This design comes from an exercise in tuning for small area, a short achievable clock period and few clock cycles per item on the open sky130 flow, not from production work.
Where RTL was checked, it was by simulation tests only, not by an equivalence proof against the original.
Power and IR drop assume default switching activity.

==> flow/design.v (excerpt) <==
module uniform_grid_derivative
(
    input  wire logic                       i_clk,
    input  wire logic                       i_rst_n,
    input  wire logic                       i_cfg_wr_en,
    input  wire logic [ugd_pkg::TOL_W-1:0]           i_cfg_wr_data,
    input  wire logic                       i_in_valid,
    output logic                            o_in_ready,
    input  wire logic signed [ugd_pkg::SAMPLE_W-1:0] i_voltage_sample,
    input  wire logic signed [ugd_pkg::SAMPLE_W-1:0] i_current_sample,
    input  wire logic                       i_sequence_end,
    output logic                            o_out_valid,
    input  wire logic                       i_out_ready,
    output logic signed [ugd_pkg::SAMPLE_W-1:0]      o_derivative,
    output logic [ugd_pkg::ERR_W-1:0]                o_error_code,
    output logic                            o_run_last
);
    localparam int W = 35;
    localparam int S_A    = 0;    
    localparam int S_ACC0 = 1;    
    localparam int S_ACC1 = 2;    
    localparam int S_ACCN = 3;    
    localparam int S_B0   = 4;    
    localparam int S_B1   = 5;    
    localparam int S_B2   = 6;    
    localparam int S_B3   = 7;    
    localparam int S_F2   = 8;    
    localparam int S_F3   = 9;    
    localparam int S_D0V  = 10;   
    localparam int S_D0C  = 11;   
    localparam int S_D0   = 12;   
    localparam int S_DIV  = 13;   
    localparam int S_CVA  = 14;   
    localparam int S_CVB  = 15;   
    localparam int S_LCR  = 16;   
    localparam int S_LCE  = 17;   
    localparam int S_L1   = 18;   
    localparam int S_L2   = 19;   
    localparam int S_L3   = 20;   
    localparam int NS     = 21;
    typedef enum logic [2:0] {
        ACT_NONE  = 3'd0,
        ACT_CLEAR = 3'd1,    
        ACT_BREAK = 3'd2,    
        ACT_P0    = 3'd3,    
        ACT_P1    = 3'd4,    
        ACT_SHIFT = 3'd5,    
        ACT_ENDJ  = 3'd6     
    } t_act;
    logic [NS-1:0] r_st, n_st;
    t_act   r_act, n_act;
  ...
Size in the first run: about 2,300 cells after synthesis, about 310 flip-flops, about 120 I/O pins, about 22,000 um2 of cells after synthesis.
==> flow/config.mk <==
export PLATFORM = sky130hd
export DESIGN_NAME = uniform_grid_derivative
export DESIGN_NICKNAME = uniform_grid_derivative
export VERILOG_FILES = /design/flow/design.v
export SDC_FILE = /design/flow/constraint.sdc
export NUM_CORES = 4
export LEC_CHECK = 0
export CAP_MARGIN = 20
export CORE_MARGIN = 2
export CORE_UTILIZATION = 60
export SETUP_SLACK_MARGIN = 2.5
export SLEW_MARGIN = 20
export SYNTH_HIERARCHICAL = 1
export TNS_END_PERCENT = 10
==> flow/constraint.sdc <==
create_clock -name core_clock -period 7.0 [get_ports {i_clk}]
set_input_delay 1.4000 -clock core_clock [delete_from_list [all_inputs] [get_ports {i_clk}]]
set_output_delay 1.4000 -clock core_clock [all_outputs]
set_load 0.01 [all_outputs]
run.sh (not shown) runs the stock make flow with config.mk's settings and CLKGATE_MAP_FILE= SYNTH_SCRIPT=/design/flow/synth_recipe.tcl, a recipe that flattens the netlist after the stock synthesis.
The first run ran to the end with no violations.
==> next run, changes <==
TNS_END_PERCENT = unset   (was 10)
What happened:
- non-clock buffer count is higher by 26
- final cell count went up slightly
- area after synthesis is unchanged
- via count rises slightly
- register-to-register slack improves by 130 ps
- routed wire length increases slightly
- hold slack is about the same
- combinational power went up by a few percent
- global-route usage increases by 0.17 points
- setup slack is better by 130 ps
==> next run, changes <==
SETUP_SLACK_MARGIN = 1.5   (was 2.5)
Result: Clock skew barely changes. Routed wire length drops by a few percent. Total power drops by a few percent. Setup slack got worse by 870 ps.
No run of this note included a check of the RTL's function; only the layout flow was run.

========
Setup of build 45:
Another version of the RTL of uniform_grid_derivative (not shown whole).
Size in the first run: roughly 2300 cells after synthesis, about 270 flip-flops, about 120 I/O pins.
export LEC_CHECK = 0
export CAP_MARGIN = 20
export CORE_MARGIN = 2
export CORE_UTILIZATION = 60
export SETUP_SLACK_MARGIN = 3.0
export SLEW_MARGIN = 20
export SYNTH_HIERARCHICAL = 1
create_clock -name core_clock -period 7.0 [get_ports {i_clk}]
Testbench counts of build 45, summed over its fixed seeds: cycles 39,783, items 3,235.
Edits applied to the flow inputs when going from build 45 to build 39:
-- flow/config.mk --
<<< build 45, line 10
export CORE_UTILIZATION = 60
export SETUP_SLACK_MARGIN = 3.0
export SLEW_MARGIN = 20
>>> build 39, line 10
export CORE_UTILIZATION = 60
export PLACE_DENSITY = 0.75
export SETUP_SLACK_MARGIN = 2.5
export SLEW_MARGIN = 20
--- outcome ---
- Against build 45, build 39 reports a worst setup slack that is lower.
- NOTE: maximum fanout along the worst path in build 39 falls short of that of build 45
- Looking only at overall power, and setting everything else aside, the higher value of build 45 and build 39 goes to build 45.
- NOTE total half-perimeter wirelength after legalization and detailed placement build 45->build 39 decreased by a few percent
- Build 45 has higher area added between synthesis and finish than build 39.
- Cell count of the worst reg-to-reg path (lower): build 39
Changes in build 72 relative to build 39:
-- flow/config.mk --
<<< build 39, line 10
export CORE_UTILIZATION = 60
export PLACE_DENSITY = 0.75
export SETUP_SLACK_MARGIN = 2.5
>>> build 72, line 10
export CORE_UTILIZATION = 60
export SETUP_SLACK_MARGIN = 2.5
<<< build 39, line 14
export SYNTH_HIERARCHICAL = 1
>>> build 72, line 13
export SYNTH_HIERARCHICAL = 1
export TNS_END_PERCENT = 10
Notes after the runs:
- Build 72 finished every stage and its layout cleared the timing, design-rule and antenna checks.
- Largest stage delay on the critical path: build 72 < build 39
- Build 39 → build 72: average wire per standard cell decreased by about 5% relative to the old numbers, total iterations of the first detailed-routing run decreased by 4 relative to the old numbers.
- In the final reports, the cell area of build 72 is smaller than that of build 39.
- Compared with build 39, number of inserted filler cells in the final layout in build 72 increased by more than 10%.
- [compare] base=build 39 new=build 72: maximum level of the CTS H-tree now sits lower; sequential power share now sits higher; synthesized area now sits at about the same level; sequential share of layout area now sits higher.
> inputs changed (build 72 -> build 8)
-- flow/config.mk --
<<< build 72, line 10
export CORE_UTILIZATION = 60
export SETUP_SLACK_MARGIN = 2.5
export SLEW_MARGIN = 20
>>> build 8, line 10
export CORE_UTILIZATION = 60
export SETUP_SLACK_MARGIN = 2.25
export SLEW_MARGIN = 20
### Flow results
Build 8: fmax 0.0075 GHz below build 72
Build 8: instance count after placement with tap cells included lower than build 72
The internal power summed over all cells reported for build 8 is smaller than that of build 72 by 3.4%.
Between build 72 and build 8, the sequential group power does not differ in any meaningful way.
In the reports for build 72 and build 8, the smaller combinational group share of total power belongs to build 8.
| power per standard cell area | higher: build 72 |
Build 8 against build 72; number of nets in the layout is down slightly.
Build 8 vs build 72 on footprint of the multi-input gates: build 8 is the lower one.
In the metrics for build 72 and build 8, the one carrying the higher growth of design area from synthesis to finish is build 72.
Critical path depth (higher): build 72
Compared to build 72, the routing of build 8 uses less wire.

## re-timing with driven ports
Ports are ideal in the flow. The routed layouts listed here were re-timed in OpenROAD. Step 1 sets driving cells, clkbuf_16 on the clock port and buf_2 on the other inputs (assumed; they add their load-dependent delay and slew). Step 2 times the ports against the registers' clock, not the clock port: input delays grow and output delays shrink by t, the midpoint of the rising clock arrivals with the driver on. Three values: ideal, step 1, step 2; two values: the first two.
run | t (ns) | slack for setup (ns) | worst hold slack (ns) | cell pins on the clock port's net
the first run of note 1 | 0.619 | 2.345 / 2.345 / 1.807 | 0.446 / 0.446 / 0.446 | 1
the second run of note 1 | 0.625 | 2.479 / 2.479 / 1.969 | 0.449 / 0.449 / 0.449 | 1
the third run of note 1 | 0.629 | 1.611 / 1.611 / 1.133 | 0.449 / 0.449 / 0.449 | 1
build 45 | 0.654 | 2.596 / 2.596 / 2.076 | 0.455 / 0.455 / 0.455 | 1
build 39 | 0.599 | 2.284 / 2.284 / 1.878 | 0.450 / 0.450 / 0.450 | 1
build 72 | 0.633 | 2.466 / 2.466 / 1.872 | 0.452 / 0.452 / 0.452 | 1
build 8 | 0.645 | 2.306 / 2.340 / 1.694 | 0.448 / 0.448 / 0.448 | 1
After both steps every run listed still meets setup and hold. The setup slack of build 8, which loses most, moves by +0.034 ns with the drivers and by -0.612 ns with both steps.
